Context: an optimization exercise on an open-source flow, tuned for small area. The choices shown serve that exercise and are no tape-out recipe.
In this exercise RTL edits were held to simulation tests only and were not proved equivalent to the original.
The clock port is modelled as an ideal driver; clocking choices that lean on that would not hold on a real chip.
Power figures rest on the tool's default switching activity, not on a simulated workload.

File: design/flow/flow/run.sh
#!/bin/bash
# Own layout flow: the standard ORFS flow (standard.sh, unchanged synthesis),
# with these changes to how the layout is made:
# - port buffers use the smallest buffer cell instead of a delay cell,
# - CTS uses small clock buffers in small clusters and no dummy loads.
set -euo pipefail
here=$(pwd)
export BUFFER_PORTS_ARGS="-buffer_cell sky130_fd_sc_hd__buf_1"
export CTS_ARGS="-sink_clustering_enable -repair_clock_nets -dont_use_dummy_load -buf_list {sky130_fd_sc_hd__clkbuf_4} -sink_clustering_size 8 -sink_clustering_max_diameter 60"
bash standard.sh > "$here/standard.log" 2>&1
File: design/flow/standard.sh
#!/bin/bash
# synth_recipe.tcl (not shown) runs the flow's synth.tcl, then flattens the netlist and writes it again
# the make line also repeats each setting of config.mk as NAME=value (left out here)
make -C /OpenROAD-flow-scripts/flow DESIGN_CONFIG=/design/flow/config.mk WORK_HOME=/design/flow/orfs CLKGATE_MAP_FILE= SYNTH_SCRIPT=/design/flow/synth_recipe.tcl "${@:-finish}"
File: design/flow/config.mk
export PLATFORM = sky130hd
export DESIGN_NAME = mips_register_file
export DESIGN_NICKNAME = mips_register_file
export VERILOG_FILES = /design/flow/design.v
export SDC_FILE = /design/flow/constraint.sdc
export NUM_CORES = 4
export LEC_CHECK = 0
export CAP_MARGIN = 10
export CORE_MARGIN = 2
export CORE_UTILIZATION = 45
export SLEW_MARGIN = 10
export SYNTH_HIERARCHICAL = 1
File: design/flow/constraint.sdc
create_clock -name core_clock -period 10.0 [get_ports {clk}]
set_input_delay 2.0000 -clock core_clock [delete_from_list [all_inputs] [get_ports {clk}]]
set_output_delay 2.0000 -clock core_clock [all_outputs]
set_load 0.01 [all_outputs]
File: design/flow/design.v
module mips_rf_hold (
  input  logic [31:0] ld,
  input  logic [31:0] hold,
  input  logic [31:0] d,
  input  logic [31:0] q,
  output logic [31:0] y
);
  assign y = ~((ld | q) & (hold | d));
endmodule
module mips_rf_aoi3 (
  input  logic [31:0] s0,
  input  logic [31:0] s1,
  input  logic [31:0] s2,
  input  logic [31:0] d0,
  input  logic [31:0] d1,
  input  logic [31:0] d2,
  output logic [31:0] y_n
);
  assign y_n = ~((s0 & d0) | (s1 & d1) | (s2 & d2));
endmodule
module mips_rf_nand2 (
  input  logic [31:0] s,
  input  logic [31:0] d,
  output logic [31:0] y_n
);
  assign y_n = ~(s & d);
endmodule
module mips_rf_nand4 (
  input  logic [31:0] a0,
  input  logic [31:0] a1,
  input  logic [31:0] a2,
  input  logic [31:0] a3,
  output logic [31:0] y_n
);
  assign y_n = ~(a0 & a1 & a2 & a3);
endmodule
module mips_rf_nand3 (
  input  logic [31:0] a0,
  input  logic [31:0] a1,
  input  logic [31:0] a2,
  output logic [31:0] y_n
);
  assign y_n = ~(a0 & a1 & a2);
endmodule
module mips_rf_or3 (
  input  logic [31:0] a0,
  input  logic [31:0] a1,
  input  logic [31:0] a2,
  output logic [31:0] y
);
  assign y = a0 | a1 | a2;
endmodule
module mips_rf_xor (
  input  logic [31:0] a,
  input  logic [31:0] inv,
  output logic [31:0] y
);
  assign y = a ^ inv;
endmodule
module mips_rf_rdport (
  input  logic [31:1]       s,
  input  logic [31:1][31:0] d,
  input  logic              inv,
  output logic [31:0]       y
);
  logic [10:0][31:0] t_n;
  logic [2:0][31:0]  p;
  logic [31:0]       o;
  for (genvar g = 0; g < 10; g++) begin : g_aoi
    mips_rf_aoi3 u_aoi (
      .s0({32{s[3*g+1]}}), .s1({32{s[3*g+2]}}), .s2({32{s[3*g+3]}}),
      .d0(d[3*g+1]), .d1(d[3*g+2]), .d2(d[3*g+3]), .y_n(t_n[g])
    );
  end
  mips_rf_nand2 u_n10 (.s({32{s[31]}}), .d(d[31]), .y_n(t_n[10]));
  mips_rf_nand4 u_n0 (.a0(t_n[0]), .a1(t_n[1]), .a2(t_n[2]), .a3(t_n[3]), .y_n(p[0]));
  mips_rf_nand4 u_n1 (.a0(t_n[4]), .a1(t_n[5]), .a2(t_n[6]), .a3(t_n[7]), .y_n(p[1]));
  mips_rf_nand3 u_n2 (.a0(t_n[8]), .a1(t_n[9]), .a2(t_n[10]), .y_n(p[2]));
  mips_rf_or3   u_or (.a0(p[0]), .a1(p[1]), .a2(p[2]), .y(o));
  mips_rf_xor   u_inv (.a(o), .inv({32{inv}}), .y(y));
endmodule
module mips_register_file #(
  parameter int DATA_WIDTH = 32,
  parameter int ADDR_WIDTH = 5
) (
  input  logic                  clk,
  input  logic                  rst,
  input  logic [ADDR_WIDTH-1:0] r_a1,
  input  logic [ADDR_WIDTH-1:0] r_a2,
  input  logic [ADDR_WIDTH-1:0] w_a3,
  input  logic [DATA_WIDTH-1:0] w_d,
  input  logic                  w_e3,
  output logic [DATA_WIDTH-1:0] r_d1,
  output logic [DATA_WIDTH-1:0] r_d2
);
  localparam int DEPTH = 2 ** ADDR_WIDTH;
  logic [DEPTH-1:1][DATA_WIDTH-1:0] data_q;
  logic [DEPTH-1:1][DATA_WIDTH-1:0] data_d;
  logic [DATA_WIDTH-1:0]            w_dp;
  logic [DEPTH-1:1]                 valid_q;
  logic                             phase_q;
  logic [DEPTH-1:1]                 we;
  logic [DEPTH-1:1]                 sel1, sel2;
  logic                             inv1, inv2;
  for (genvar i = 1; i < DEPTH; i++) begin : g_we
    assign we[i] = w_e3 && (w_a3 == i);
  end
  always_ff @(posedge clk or posedge rst) begin
    if (rst) begin
      valid_q <= '0;
      phase_q <= 1'b0;
    end else begin
      valid_q <= valid_q | we;
      phase_q <= ~phase_q;
    end
  end
  assign w_dp = w_d ^ {DATA_WIDTH{phase_q}};
  for (genvar i = 1; i < DEPTH; i++) begin : g_row
    mips_rf_hold u_hold (
      .ld({DATA_WIDTH{we[i]}}), .hold({DATA_WIDTH{~we[i]}}), .d(w_dp), .q(data_q[i]), .y(data_d[i])
    );
    always_ff @(posedge clk) begin
      data_q[i] <= data_d[i];
    end
  end
  for (genvar i = 1; i < DEPTH; i++) begin : g_sel
    assign sel1[i] = valid_q[i] && (r_a1 == i);
    assign sel2[i] = valid_q[i] && (r_a2 == i);
  end
  assign inv1 = phase_q && (|sel1);
  assign inv2 = phase_q && (|sel2);
  mips_rf_rdport u_rd1 (.s(sel1), .d(data_q), .inv(inv1), .y(r_d1));
  mips_rf_rdport u_rd2 (.s(sel2), .d(data_q), .inv(inv2), .y(r_d2));
endmodule
==> run_results.csv, run 1 <==
group,metric,value,unit
clock_tree,ctsResizeCount,0,
placement,routabilityCongestion,1.05,
setup_path,cp_max_fo,33,
power,powerDensity,228,nW/um2
power,seqPwrFrac,0.613,
global_routing,use_met1,0.519,
yosys,synth.distinct_cells,46,
yosys,synth-adder-area-share,0,
yosys,synth_warnings,7,
yosys,synth_common_cells,"dfxtp_1 (992), o22ai_1 (992), a222oi_1 (640)",
global_routing,grt_busiest_layer,"met2",
power,p_leak,15.3,nW
power,power_frac_clock,0.216,
setup_path,arrival,6.18,ns
setup_path,path_cells,"buf_1 > nor2b_1 > and3_2 > nor4b_2 > a41oi_4 > buf_4 > xor2_1 > buf_1",
yosys,netlist.top_cell.by_area,"dfxtp_1",
power,combPwrFrac,0.170,
route,wl_per_cell,36.8,um
yosys,synth-simple-area-share,0.0770,
route,vias,39900,
floorplan,io_pins,114,
timing,slew_headroom,0.101,
yosys,synth_cells,3352,
route,drc,0,
final_layout,fillers,7538,
setup_path,crit_required,8.00,ns
timing,min_period,8.18,ns
yosys,synth_top_family_by_area,"compound AO/OA/AOI/OAI gates",
route,drt_iter0_markers,9568,
power,vdd_drop_max,0.0992,mV
route,drtPass1Iterations,14,
final_layout,fin_cells,4828,
timing,finalCritPeriodShare,0.818,
final_layout,postLayoutCellArea,41800,um2
global_routing,grt_pass1_wl,253000,um
yosys,synth_edf_count,0,
placement,dpl_cell_area,40700,um2
timing,tns,0,ns
timing,fin_worst_skew,0.0609,ns
yosys,synth_flop_cell,"dfxtp_1",
yosys,ys_seq_elements,1024,
timing,whs,0.484,ns
status,status,"complete, no violations",
timing,hold_viol,0,
floorplan,core,82200,um2
timing,tightest_slew,1.35,ns
global_routing,grt_max_degree,35,
setup_path,setup.worst_path.end_class,"output pin",
yosys,syn_nets,3402,
clock_tree,path_clk_slew,0.08,ns
yosys,synthArstFlopShare,0.0313,
route,finalWirelength,178000,um
route,vias_per_cell,8.27,
timing,maxSlewViolCount,0,
clock_tree,cts_hold_buf,0,
yosys,ys_seq_area_frac,0.552,
floorplan,rows,105,
setup_path,slowest_stage,"and3_2",
flow_run,cap_violations,0,
global_routing,use_met2,0.551,
clock_tree,cts_buffer_depth,3,
setup_path,worst_path_largest_cell_delay,1.01,ns
power,intPower,6.50,mW
clock_tree,cts_setup_buffers,0,
global_routing,use_met3,0.137,
route,ant_nets,0,
global_routing,globalRoute.totalOverflow,0,
clock_tree,cts_max_level,4,
floorplan,die_height,293,um
placement,dp_hpwl,104000,um
timing,fmax,122,MHz
power,p_switching,3.04,mW
timing,rsz0062_at_grt,"no",
global_routing,antenna_found_initial,6,
yosys,synth_xor_area_frac,0.0224,
setup_path,worst_path_most_repeated_cell,"buf_1",
global_routing,grt_util_all_layers,0.395,
yosys,synthTopCellsByArea,"dfxtp_1 (53%), a222oi_1 (17%), o22ai_1 (17%)",
setup_path,critPathLaunchType,"input pin",
setup_path,crit_type,"input pin to output pin",
floorplan,dieArea,85600,um2
final_layout,nNetsFinal,3804,
final_layout,drive_gt1_frac,0.100,
clock_tree,clk_latency,1.09,ns
min_path,hold_class,"flip-flop to flip-flop",
final_layout,area_growth,11.5,%
placement,numPortBuffers,113,
setup_path,critPathBufInv,3,
clock_tree,cts_made_buffers,146,
global_routing,grt_pass1_vias,37200,
setup_path,cp_top_family,"simple AND/OR/NAND/NOR gates",
clock_tree,tritoncts,"built",
yosys,syn_area,37500,um2
power,switching_share,0.318,
timing,finalSetupViolCount,0,
clock_tree,clock-sinks,1024,
yosys,yosysTopAreaCellShare,0.530,
floorplan,initial_core_util,0.455,
clock_tree,root_buffer,"clkbuf_4",
floorplan,die_w,293,um
placement,dpl.cell_count,4676,
yosys,avgSynthCellArea,11.2,um2
yosys,muxShareOfSynthArea,0.00170,
yosys,synth_compound_area_frac,0.341,
==> registers in the layout (all words and copies together) (netlist names) <==
| name | count |
|---|---|
| data_q | 992 |
| phase_q | 1 |
| valid_q | 31 |
==> path summary, 6_finish.rpt <==
kind                                     startpoint                    end  slack, ns  cells past startpoint
worst max-delay path                        r_a1[1]                r_d1[9]       1.82                      8
worst min-delay path            data_q[471]$_DFF_P_    data_q[471]$_DFF_P_       0.48                      1
worst max register to register    phase_q$_DFF_PP0_    data_q[777]$_DFF_P_       7.60                      4
worst min register to register  data_q[471]$_DFF_P_    data_q[471]$_DFF_P_       0.48                      1
max in group asynchronous                       rst   valid_q[5]$_DFF_PP0_       8.61                      3
min in group asynchronous                       rst  valid_q[24]$_DFF_PP0_       1.01                      3
==> per-module statistics from Yosys, one instance, submodules excluded, excerpt <==
module	flip-flops and latches	cells	area, um2	copies in the design
mips_rf_hold	0	32	200	31
mips_rf_nand3	0	32	160	2
mips_register_file	1024	1336	22500	1
mips_rf_aoi3	0	32	320	20
mips_rf_nand4	0	32	200	4
mips_rf_xor	0	32	280	2
mips_rf_or3	0	32	200	2
mips_rf_nand2	0	32	120	2
==> power by group through the flow <==
stage                     registers (mW)  logic [mW]  clock network (mW)
after floorplan                     5.69        1.08                   0
after global placement              5.80        1.51                   0
after detailed placement            5.89        1.57                   0
after CTS                           5.80        1.58                2.07
after global routing                5.95        1.71                2.25
final                               5.85        1.62                2.06
==> cell families after synthesis <==
group / count (synthesis)
AO/OA/AOI/OAI: 1653
XOR/XNOR: 96
buffers and inverters: 54
flip-flops: 1024
multiplexers: 6
AND/OR/NAND/NOR: 519
==> cell type report <==
class	count	area, um2	area share
Clock buffer	146	1100	0.0262
Antenna cell	6	15.0	0.000359
Tap cell	1070	1340	0.0320
Inverter	33	124	0.00297
Sequential cell	1024	20700	0.495
Timing Repair Buffer	275	1640	0.0393
Multi-Input combinational cell	2274	16900	0.405
==> layer usage <==
metal	share of wire	up-vias
met5	0.00050	-
met4	0.069	6
met3	0.16	677
met2	0.41	3790
met1	0.37	19400
li1	-	16100
==> metrics by stage <==
stage,util,setup slack (ns),total power [mW]
after floorplan,-,1.75,6.77
after global placement,0.494,2.15,7.32
after detailed placement,0.494,2.01,7.47
after CTS,0.508,2.00,9.45
after global routing,0.508,1.80,9.91
final,0.508,1.82,9.54
==> cells in the final DEF (no fill, tap or decap), types with 3 or more instances in the layout <==
master / instances
a222oi_1: 640
a22o_1: 7
a22oi_1: 3
and2_1: 3
and3_1: 52
and3_2: 4
and3b_1: 3
buf_1: 113
buf_4: 162
clkbuf_4: 146
dfrtp_1: 31
dfxtp_1: 992
diode_2: 6
inv_1: 31
mux2i_1: 3
nand2_1: 100
nand2_2: 11
nand2b_1: 30
nand3_1: 65
nand3b_1: 6
nand4_1: 129
nor2_1: 13
nor2_4: 4
nor2b_1: 8
nor3_1: 6
nor3b_1: 6
nor4_1: 4
o22ai_1: 992
or2_2: 4
or3_1: 64
xor2_1: 64
xor2_2: 32
==> inputs of run 2 (changes only) <==
--- a/design/flow/flow/run.sh
+++ b/design/flow/flow/run.sh
@@ -4,3 +4,5 @@
 # - port buffers use the smallest buffer cell instead of a delay cell,
-# - CTS uses small clock buffers in small clusters and no dummy loads.
+# - CTS uses small clock buffers in small clusters and no dummy loads,
+# - after CTS, over-sized buffers and gates are downsized where slew,
+#   capacitance and timing allow (flow/post_cts_ds.tcl, flow/downsize.tcl).
 set -euo pipefail
@@ -9,2 +11,3 @@
 export CTS_ARGS="-sink_clustering_enable -repair_clock_nets -dont_use_dummy_load -buf_list {sky130_fd_sc_hd__clkbuf_4} -sink_clustering_size 8 -sink_clustering_max_diameter 60"
+export POST_CTS_TCL="$here/flow/post_cts_ds.tcl"
 bash standard.sh > "$here/standard.log" 2>&1
==> design/flow/flow/downsize.tcl (new file) <==
# Downsize buffers and upsized gates where slew, capacitance and timing allow.
# Each candidate is swapped to a smaller cell of the same function; the swap is
# kept only if the design's max-slew and max-capacitance violation counts (checked
# against limits tightened by a margin) do not grow and setup/hold slack stay
# comfortably positive.
proc ds_counts {} {
  return [list [sta::max_slew_violation_count] [sta::max_capacitance_violation_count]]
}
proc ds_ok {base} {
  set c [ds_counts]
  if {[lindex $c 0] > [lindex $base 0] || [lindex $c 1] > [lindex $base 1]} { return 0 }
  if {[sta::worst_slack_cmd max] < 1.0e-9} { return 0 }
  if {[sta::worst_slack_cmd min] < 0.1e-9} { return 0 }
  return 1
}
set ds_map {
  sky130_fd_sc_hd__buf_4 {sky130_fd_sc_hd__buf_1 sky130_fd_sc_hd__buf_2}
  sky130_fd_sc_hd__buf_6 {sky130_fd_sc_hd__buf_1 sky130_fd_sc_hd__buf_2 sky130_fd_sc_hd__buf_4}
  sky130_fd_sc_hd__buf_8 {sky130_fd_sc_hd__buf_2 sky130_fd_sc_hd__buf_4}
  sky130_fd_sc_hd__buf_2 {sky130_fd_sc_hd__buf_1}
  sky130_fd_sc_hd__xor2_2 {sky130_fd_sc_hd__xor2_1}
  sky130_fd_sc_hd__xnor2_2 {sky130_fd_sc_hd__xnor2_1}
  sky130_fd_sc_hd__nand2_2 {sky130_fd_sc_hd__nand2_1}
  sky130_fd_sc_hd__nor2_2 {sky130_fd_sc_hd__nor2_1}
  sky130_fd_sc_hd__nor2_4 {sky130_fd_sc_hd__nor2_1 sky130_fd_sc_hd__nor2_2}
  sky130_fd_sc_hd__nor3_2 {sky130_fd_sc_hd__nor3_1}
  sky130_fd_sc_hd__and3_2 {sky130_fd_sc_hd__and3_1}
  sky130_fd_sc_hd__and2_2 {sky130_fd_sc_hd__and2_1}
  sky130_fd_sc_hd__or3_2 {sky130_fd_sc_hd__or3_1}
  sky130_fd_sc_hd__nand3_2 {sky130_fd_sc_hd__nand3_1}
  sky130_fd_sc_hd__nand4_2 {sky130_fd_sc_hd__nand4_1}
  sky130_fd_sc_hd__nor4_2 {sky130_fd_sc_hd__nor4_1}
  sky130_fd_sc_hd__inv_2 {sky130_fd_sc_hd__inv_1}
  sky130_fd_sc_hd__inv_4 {sky130_fd_sc_hd__inv_1 sky130_fd_sc_hd__inv_2}
  sky130_fd_sc_hd__a21oi_2 {sky130_fd_sc_hd__a21oi_1}
  sky130_fd_sc_hd__o21ai_2 {sky130_fd_sc_hd__o21ai_0 sky130_fd_sc_hd__o21ai_1}
  sky130_fd_sc_hd__a41oi_4 {sky130_fd_sc_hd__a41oi_1 sky130_fd_sc_hd__a41oi_2}
  sky130_fd_sc_hd__o41a_2 {sky130_fd_sc_hd__o41a_1}
  sky130_fd_sc_hd__dfrtp_2 {sky130_fd_sc_hd__dfrtp_1}
  sky130_fd_sc_hd__dfrtp_4 {sky130_fd_sc_hd__dfrtp_1 sky130_fd_sc_hd__dfrtp_2}
}
set ds_margin [expr {[info exists ::env(DS_SLEW_FRAC)] ? $::env(DS_SLEW_FRAC) : 0.8}]
set_max_transition [expr {1.5 * $ds_margin}] [current_design]
set ds_base [ds_counts]
puts "downsize: start base violations $ds_base"
set ds_saved 0.0
foreach inst [get_cells *] {
  set m [get_property $inst ref_name]
  if {![dict exists $ds_map $m]} { continue }
  foreach cand [dict get $ds_map $m] {
    set old [get_property $inst ref_name]
    if {[catch {replace_cell $inst $cand}]} { continue }
    if {[ds_ok $ds_base]} {
      break
    } else {
      replace_cell $inst $old
    }
  }
}
puts "downsize: end violations [ds_counts]"
# Restore the library limit so the written constraints are unchanged.
set_max_transition 1.5 [current_design]
==> design/flow/flow/post_cts_ds.tcl (new file) <==
# Downsize over-sized buffers and gates after CTS, then re-legalise.
estimate_parasitics -placement
source [file join [file dirname [info script]] downsize.tcl]
detailed_placement
check_placement -verbose
report_design_area
==> run_results.csv, run 2 <==
group,metric,value,unit
status,status,"complete, no violations",
floorplan,die_w,293,um
final_layout,registers.top_by_ff_count,"data_q",
global_routing,antenna_found_initial,7,
timing,hold_viol,0,
yosys,netlist.top_cell.by_area,"dfxtp_1",
yosys,synth_warnings,7,
route,finalWirelength,178000,um
final_layout,mostFrequentLayoutCells,"o22ai_1 (992), dfxtp_1 (992), a222oi_1 (640)",
global_routing,grt_pass1_vias,37300,
route,drc,0,
final_layout,nNetsFinal,3806,
yosys,syn_area,37500,um2
placement,numPortBuffers,113,
route,wl_met2,71500,um
setup_path,r2r_cells,4,
setup_path,critPathLaunchType,"input pin",
setup_path,worst_path_most_repeated_cell,"buf_1",
yosys,avgSynthCellArea,11.2,um2
power,powerDensity,232,nW/um2
yosys,synthArstFlopShare,0.0313,
final_layout,area_growth,9.65,%
floorplan,die_height,293,um
timing,rsz0062_at_grt,"no",
timing,slew_headroom,0.117,
clock_tree,path_clk_slew,0.08,ns
setup_path,slowest_stage,"buf_2",
timing,whs,0.485,ns
power,combPwrFrac,0.169,
yosys,ys_seq_area_frac,0.552,
yosys,synth.distinct_cells,46,
route,wl_per_cell,36.8,um
min_path,hold_path_depth,1,
route,ant_nets,0,
timing,fmax,113,MHz
final_layout,fillers,7694,
power,p_switching,3.03,mW
yosys,yosysTopAreaCellShare,0.530,
global_routing,grt_max_degree,35,
clock_tree,clk_latency,1.08,ns
route,wl_met1,64800,um
yosys,syn_nets,3402,
power,total_power,9.52,mW
route,vias_per_cell,8.29,
global_routing,grt_pass1_wl,253000,um
placement,dp_hpwl,104000,um
global_routing,grt_util_all_layers,0.395,
floorplan,io_pins,114,
setup_path,path_cells,"buf_1 > nor2b_1 > buf_1 > and3_1 > buf_2 > nor4_1 > nor4b_2 > a41oi_2 > buf_2 > xor2_1 > buf_1",
yosys,ys_seq_elements,1024,
timing,tightest_slew,1.32,ns
flow_run,cap_violations,0,
final_layout,largest_register_ffs,992,
setup_path,worst_path_largest_cell_delay,0.94,ns
timing,finalSetupViolCount,0,
power,vdd_drop_max,0.0983,mV
yosys,synth_flop_cell,"dfxtp_1",
floorplan,initial_core_util,0.455,
timing,fin_worst_skew,0.0604,ns
timing,maxSlewViolCount,0,
min_path,hold_class,"flip-flop to flip-flop",
global_routing,globalRoute.totalOverflow,0,
timing,finalCritPeriodShare,0.889,
yosys,synth_common_cells,"dfxtp_1 (992), o22ai_1 (992), a222oi_1 (640)",
power,seqPwrFrac,0.614,
setup_path,cp_max_fo,33,
final_layout,final_core_util,0.499,
power,p_leak,15.1,nW
setup_path,setup.worst_path.end_class,"output pin",
setup_path,reg2reg_slack,7.22,ns
yosys,synth_edf_count,0,
setup_path,crit_required,8.00,ns
route,topRoutingLayerUsed,"met5",
route,vias,40000,
final_layout,drive_gt1_frac,0.0831,
power,intPower,6.49,mW
final_layout,biggestRegsByFlops,"data_q (992), valid_q (31), phase_q (1)",
timing,min_period,8.89,ns
floorplan,rows,105,
yosys,synthTopCellsByArea,"dfxtp_1 (53%), a222oi_1 (17%), o22ai_1 (17%)",
route,drtPass1Iterations,14,
setup_path,arrival,6.88,ns
yosys,synth_cells,3352,
floorplan,dieArea,85600,um2
setup_path,crit_type,"input pin to output pin",
floorplan,core,82200,um2
placement,routabilityCongestion,1.05,
clock_tree,clock-sinks,1024,
route,wl_met3,28500,um
route,drt_iter0_markers,9397,
power,switching_share,0.318,
power,power_frac_clock,0.216,
timing,tns,0,ns
clock_tree,tritoncts,"built",
run 2: modules after synthesis, one instance, submodules excluded, excerpt:
module	area, um2	flip-flops and latches	cells inside
mips_register_file	22500	1024	1336
mips_rf_nand4	200	0	32
mips_rf_aoi3	320	0	32
mips_rf_xor	280	0	32
mips_rf_hold	200	0	32
mips_rf_nand3	160	0	32
run 2: power groups by stage:
stage / clock [mW] / combinational, mW / sequential, mW
floorplan: 0 / 1.08 / 5.69
global placement: 0 / 1.51 / 5.80
detailed placement: 0 / 1.57 / 5.89
global route: 2.24 / 1.69 / 5.95
finish: 2.06 / 1.61 / 5.85
run 2: worst paths after layout:
check | from | to
worst max register to register | phase_q$_DFF_PP0_ | data_q[777]$_DFF_P_
worst max-delay path | r_a1[0] | r_d1[5]
min in group asynchronous | rst | valid_q[13]$_DFF_PP0_
worst min-delay path | data_q[471]$_DFF_P_ | data_q[471]$_DFF_P_
worst min register to register | data_q[471]$_DFF_P_ | data_q[471]$_DFF_P_
max in group asynchronous | rst | valid_q[5]$_DFF_PP0_
run 2: area by class of cell:
| class | instances | area (um2) | area share |
|---|---|---|---|
| sequential | 1024 | 20700 | 0.503 |
| multi-input combinational | 2274 | 16600 | 0.404 |
| tap | 1070 | 1340 | 0.0326 |
| timing repair buffer | 277 | 1260 | 0.0308 |
| clock buffer | 146 | 1100 | 0.0267 |
| inverter | 33 | 124 | 0.00302 |
| antenna | 4 | 10.0 | 0.000244 |
run 2: critical path, delay by kind of cell:
kind	cells	cell delay, ns
AOI/OAI and AO/OA	1	0.92
and+or+nand+nor	4	0.90
buffers and inverters	5	2.79
xor gates and xnor gates	1	0.23
run 2: per-stage QoR:
step | worst slack, ns | instances | area [um2]
after floorplan | 1.75 | 3352 | 37500
after global placement | 2.15 | 4676 | 40700
after detailed placement | 2.01 | 4676 | 40700
after global routing | 1.06 | 4825 | 41100
final | 1.12 | 4828 | 41100
run 2: routing by layer:
metal,vias to the layer above,global-route usage
li1,16100,-
met2,3827,0.550
met1,19400,0.517
met4,12,0.257
met5,-,0.0142
met3,704,0.134
run 2: cell families after synthesis:
group,Yosys count,synth area share
and+or+nand+nor,519,0.0770
AOI/OAI and AO/OA,1653,0.341
xor gates and xnor gates,96,0.0224
buffers and inverters,54,0.00601
DFF,1024,0.552
muxes,6,0.00170
==> inputs of run 3 (changes only) <==
--- a/design/flow/flow/run.sh
+++ b/design/flow/flow/run.sh
@@ -6,3 +6,4 @@
 # - after CTS, over-sized buffers and gates are downsized where slew,
-#   capacitance and timing allow (flow/post_cts_ds.tcl, flow/downsize.tcl).
+#   capacitance, clock slew and timing allow (flow/post_cts_ds.tcl,
+#   flow/downsize.tcl).
 set -euo pipefail
--- a/design/flow/flow/downsize.tcl
+++ b/design/flow/flow/downsize.tcl
@@ -60,2 +60,32 @@
 puts "downsize: end violations [ds_counts]"
+
+set ds_clk_slew [expr {[info exists ::env(DS_CLK_SLEW)] ? $::env(DS_CLK_SLEW) : 0.100}]
+set ds_clk_pins [get_pins -hierarchical */CLK]
+proc ds_clk_max {} {
+  set m 0.0
+  foreach p $::ds_clk_pins {
+    set s [get_property $p slew_max]
+    if {$s > $m} { set m $s }
+  }
+  return $m
+}
+set ds_clk_map {
+  sky130_fd_sc_hd__clkbuf_4 {sky130_fd_sc_hd__clkbuf_1 sky130_fd_sc_hd__clkbuf_2}
+  sky130_fd_sc_hd__clkbuf_8 {sky130_fd_sc_hd__clkbuf_2 sky130_fd_sc_hd__clkbuf_4}
+}
+puts "downsize: clock start max clock-pin slew [ds_clk_max]"
+foreach inst [get_cells *] {
+  set m [get_property $inst ref_name]
+  if {![dict exists $ds_clk_map $m]} { continue }
+  foreach cand [dict get $ds_clk_map $m] {
+    set old [get_property $inst ref_name]
+    if {[catch {replace_cell $inst $cand}]} { continue }
+    if {[ds_ok $ds_base] && [ds_clk_max] < $ds_clk_slew} {
+      break
+    } else {
+      replace_cell $inst $old
+    }
+  }
+}
+puts "downsize: clock end max clock-pin slew [ds_clk_max]"
 # Restore the library limit so the written constraints are unchanged.
--- a/design/flow/config.mk
+++ b/design/flow/config.mk
@@ -7,6 +7,6 @@
 export LEC_CHECK = 0
-export CAP_MARGIN = 10
+export CAP_MARGIN = 5
 export CORE_MARGIN = 2
 export CORE_UTILIZATION = 45
-export SLEW_MARGIN = 10
+export SLEW_MARGIN = 5
 export SYNTH_HIERARCHICAL = 1
==> run_results.csv, run 3 <==
group,metric,value,unit
yosys,synth_common_cells,"dfxtp_1 (992), o22ai_1 (992), a222oi_1 (640)",
status,error,"Error: cts.tcl, 90 can't read \"::ds_clk_pins\": no such variable",
yosys,yosysTopAreaCellShare,0.530,
yosys,avgSynthCellArea,11.2,um2
placement,numPortBuffers,113,
floorplan,initial_core_util,0.455,
placement,routabilityCongestion,1.05,
status,status,"stopped before the end",
clock_tree,clock-sinks,1024,
yosys,synth_cells,3352,
yosys,ys_seq_area_frac,0.552,
yosys,synth_edf_count,0,
yosys,synth_warnings,7,
yosys,synthArstFlopShare,0.0313,
yosys,netlist.top_cell.by_area,"dfxtp_1",
floorplan,io_pins,114,
placement,dp_hpwl,104000,um
yosys,ys_seq_elements,1024,
yosys,synthTopCellsByArea,"dfxtp_1 (53%), a222oi_1 (17%), o22ai_1 (17%)",
yosys,synth_flop_cell,"dfxtp_1",
floorplan,die_height,293,um
yosys,synth.distinct_cells,46,
floorplan,die_w,293,um
status,lastStage,"clock tree synthesis (4_1_cts)",
yosys,syn_nets,3402,
floorplan,rows,105,
yosys,syn_area,37500,um2
## run 3: power groups by stage
stage	sequential [mW]	clock [mW]	combinational (mW)
detailed placement	5.89	0	1.57
global placement	5.80	0	1.51
floorplan	5.69	0	1.08
## run 3: cell families after synthesis
logic type | synth area share
AO/OA/AOI/OAI | 0.341
flip-flops | 0.552
AND/OR/NAND/NOR | 0.0770
XOR/XNOR | 0.0224
buffers and inverters | 0.00601
multiplexers | 0.00170
## run 3: how the worst min path moves through the flow
stage | from | to | slack (ns) | depth (start not counted)
floorplan | valid_q[17]$_DFF_PP0_ | valid_q[17]$_DFF_PP0_ | 0.44 | 1
global placement | data_q[674]$_DFF_P_ | data_q[674]$_DFF_P_ | 0.46 | 1
detailed placement | data_q[590]$_DFF_P_ | data_q[590]$_DFF_P_ | 0.47 | 1
## run 3: modules after synthesis, one instance, submodules excluded, a selection
module,copies in the design,flops+latches,cells,cell area [um2]
mips_register_file,1,1024,1336,22500
mips_rf_aoi3,20,0,32,320
mips_rf_xor,2,0,32,280
mips_rf_hold,31,0,32,200
mips_rf_nand4,4,0,32,200
mips_rf_or3,2,0,32,200
mips_rf_nand3,2,0,32,160
mips_rf_nand2,2,0,32,120
## run 3: through the flow
step / setup WS (ns) / cells / hold slack (ns) / instance area, um2
global placement: 2.15 / 4676 / 0.462 / 40700
floorplan: 1.75 / 3352 / 0.440 / 37500
detailed placement: 2.01 / 4676 / 0.470 / 40700
==> inputs of run 4 (changes only) <==
--- a/design/flow/flow/downsize.tcl
+++ b/design/flow/flow/downsize.tcl
@@ -62,3 +62,3 @@
 set ds_clk_slew [expr {[info exists ::env(DS_CLK_SLEW)] ? $::env(DS_CLK_SLEW) : 0.100}]
-set ds_clk_pins [get_pins -hierarchical */CLK]
+set ::ds_clk_pins [get_pins -hierarchical */CLK]
 proc ds_clk_max {} {
==> run_results.csv, run 4 <==
group,metric,value,unit
setup_path,worst_path_most_repeated_cell,"buf_1",
final_layout,final_core_util,0.498,
placement,dpl.cell_count,4676,
final_layout,mostFrequentLayoutCells,"o22ai_1 (992), dfxtp_1 (992), a222oi_1 (640)",
global_routing,globalRoute.totalOverflow,0,
setup_path,crit_type,"input pin to output pin",
setup_path,worst_path_largest_cell_delay,0.93,ns
yosys,yosysTopAreaCellShare,0.530,
global_routing,grt_max_degree,35,
setup_path,arrival,6.84,ns
floorplan,die_height,293,um
yosys,netlist.top_cell.by_area,"dfxtp_1",
clock_tree,path_clk_slew,0.09,ns
timing,layout_setup_ws,1.16,ns
power,powerDensity,231,nW/um2
timing,fin_worst_skew,0.253,ns
route,drt_iter0_markers,9450,
route,drtPass1Iterations,14,
yosys,synth-adder-area-share,0,
route,vias,39900,
setup_path,worstSetupEndpoint,"r_d1[12]",
timing,slew_headroom,0.0750,
route,vias_per_cell,8.28,
timing,hold_viol,0,
min_path,hold_class,"flip-flop to flip-flop",
route,drc,0,
setup_path,path_cells,"buf_1 > nor2b_1 > buf_1 > and3_1 > buf_2 > nor4_1 > nor4b_2 > a41oi_2 > buf_2 > xor2_1 > buf_1",
clock_tree,clk_latency,1.59,ns
power,vdd_drop_max,0.0889,mV
final_layout,drive_gt1_frac,0.0789,
yosys,synth_common_cells,"dfxtp_1 (992), o22ai_1 (992), a222oi_1 (640)",
yosys,synth_flop_cell,"dfxtp_1",
floorplan,io_pins,114,
timing,rsz0062_at_grt,"no",
status,status,"complete, no violations",
clock_tree,clock-sinks,1024,
timing,fmax,113,MHz
timing,finalCritPeriodShare,0.884,
yosys,synth_xor_area_frac,0.0224,
placement,numPortBuffers,113,
global_routing,grt_pass1_vias,37300,
yosys,ys_seq_area_frac,0.552,
setup_path,reg2reg_slack,6.95,ns
floorplan,die_w,293,um
flow_run,cap_violations,0,
yosys,synthArstFlopShare,0.0313,
floorplan,core,82200,um2
final_layout,area_growth,9.43,%
yosys,synth_cells,3352,
floorplan,rows,105,
yosys,synth.distinct_cells,46,
final_layout,biggestRegsByFlops,"data_q (992), valid_q (31), phase_q (1)",
placement,dp_hpwl,104000,um
timing,whs,0.485,ns
route,finalWirelength,178000,um
yosys,ys_seq_elements,1024,
setup_path,cp-startpoint,"r_a1[0]",
yosys,avgSynthCellArea,11.2,um2
clock_tree,tritoncts,"built",
setup_path,critPathLaunchType,"input pin",
timing,tns,0,ns
placement,place_ws,2.01,ns
route,wl_per_cell,36.8,um
setup_path,cp_max_fo,33,
setup_path,slowest_stage,"a41oi_2",
timing,finalSetupViolCount,0,
yosys,synthTopCellsByArea,"dfxtp_1 (53%), a222oi_1 (17%), o22ai_1 (17%)",
final_layout,fillers,7708,
setup_path,r2r-end,"data_q[489]$_DFF_P_",
final_layout,nNetsFinal,3805,
route,ant_nets,0,
setup_path,crit_required,8.00,ns
yosys,syn_area,37500,um2
final_layout,postLayoutCellArea,41000,um2
yosys,synth_compound_area_frac,0.341,
final_layout,largest_register_ffs,992,
setup_path,setup.worst_path.end_class,"output pin",
final_layout,registers.top_by_ff_count,"data_q",
setup_path,r2r_cells,4,
global_routing,grt_pass1_wl,253000,um
global_routing,grt_util_all_layers,0.395,
power,total_power,9.46,mW
yosys,synth-simple-area-share,0.0770,
floorplan,initial_core_util,0.455,
timing,tightest_slew,1.39,ns
global_routing,antenna_found_initial,7,
yosys,syn_nets,3402,
setup_path,r2r_start,"phase_q$_DFF_PP0_",
timing,min_period,8.84,ns
placement,routabilityCongestion,1.05,
timing,maxSlewViolCount,0,
yosys,muxShareOfSynthArea,0.00170,
floorplan,dieArea,85600,um2
power,p_leak,15.1,nW
yosys,synth_top_family_by_area,"compound AO/OA/AOI/OAI gates",
final_layout,fin_cells,4826,
yosys,synth_warnings,7,
yosys,synth_edf_count,0,
placement,dpl_cell_area,40700,um2
-- run 4: cell counts after synthesis --
Identical to the previous run, type by type.
-- run 4: worst min-delay path by stage --
stage                               start               endpoint  slack (ns)  cells after the start
floorplan           valid_q[17]$_DFF_PP0_  valid_q[17]$_DFF_PP0_        0.44                      1
global placement      data_q[674]$_DFF_P_    data_q[674]$_DFF_P_        0.46                      1
detailed placement    data_q[590]$_DFF_P_    data_q[590]$_DFF_P_        0.47                      1
global route           data_q[33]$_DFF_P_     data_q[33]$_DFF_P_        0.50                      1
finish                data_q[471]$_DFF_P_    data_q[471]$_DFF_P_        0.49                      1
-- run 4: per-module statistics from Yosys, one instance, submodules excluded, a selection --
module | area [um2] | flops+latches | copies in the design | cells inside
mips_register_file | 22500 | 1024 | 1 | 1336
mips_rf_aoi3 | 320 | 0 | 20 | 32
mips_rf_hold | 200 | 0 | 31 | 32
mips_rf_nand2 | 120 | 0 | 2 | 32
mips_rf_nand3 | 160 | 0 | 2 | 32
mips_rf_nand4 | 200 | 0 | 4 | 32
mips_rf_or3 | 200 | 0 | 2 | 32
mips_rf_xor | 280 | 0 | 2 | 32
-- run 4: cells by family after synthesis --
logic type	Yosys count
AOI/OAI and AO/OA	1653
DFF	1024
and+or+nand+nor	519
xor gates and xnor gates	96
buffers and inverters	54
muxes	6
-- run 4: routing by layer --
| layer | vias up | share of wire | routed length, um | track usage |
|---|---|---|---|---|
| met4 | 12 | 0.072 | 12700 | 0.257 |
| met5 | - | 0.0012 | 207 | 0.0142 |
| met2 | 3803 | 0.40 | 71600 | 0.550 |
| met3 | 723 | 0.16 | 28800 | 0.134 |
| met1 | 19300 | 0.36 | 64400 | 0.517 |
| li1 | 16100 | - | - | - |
-- run 4: cell type report --
cell class              instances  area (um2)  area share
flip-flops and latches       1024       20700       0.504
multi-input cells            2274       16600       0.405
well taps                    1070        1340      0.0327
repair buffers                276        1240      0.0303
clock buffers                 146        1030      0.0252
inverters                      33         124     0.00302
diodes                          3        7.51    0.000183
-- run 4: where the power goes --
part           internal (mW)  leakage [nW]  total, mW  switching [mW]
combinational          0.745          5.57       1.61           0.864
clock                  0.617         0.620       2.01            1.39
sequential              5.07          8.88       5.85           0.772
total                   6.44          15.1       9.46            3.03
-- run 4: critical path: cells and delay by family --
kind                      cells  cell delay (ns)
xor gates and xnor gates      1             0.23
AOI/OAI and AO/OA             1             0.93
buffers and inverters         5             2.73
and+or+nand+nor               4             0.88

## what the ideal ports hide
In the flow no input, the clock included, has a driving cell. The finished layouts below were timed again as built, in two steps. Step 1: set_driving_cell puts a clkbuf_16 on clk and a buf_2 on each other input, an assumption about the parent block. Step 2 moves the port delays by t, midway between the first and last clock arrival at a register: inputs arrive t later, outputs are due t later. That takes back most of the time a late clock gives input paths. Three values: ideal, step 1, step 2; two values: the first two.
run	t (ns)	setup slack, ns	worst hold slack (ns)	worst register clock-pin slew, ns
run 1	1.091	1.818 / 1.786 / 1.786	0.484 / 0.484 / 0.484	0.11 / 0.11
run 2	1.083	1.115 / 1.089 / 1.089	0.485 / 0.485 / 0.485	0.11 / 0.11
run 4	1.593	1.157 / 1.132 / 1.132	0.485 / 0.485 / 0.485	0.11 / 0.11
After both steps setup and hold are still met in every run listed. For run 1, which loses most, drivers alone change the setup slack by -0.032 ns; drivers and shift together by -0.032 ns.
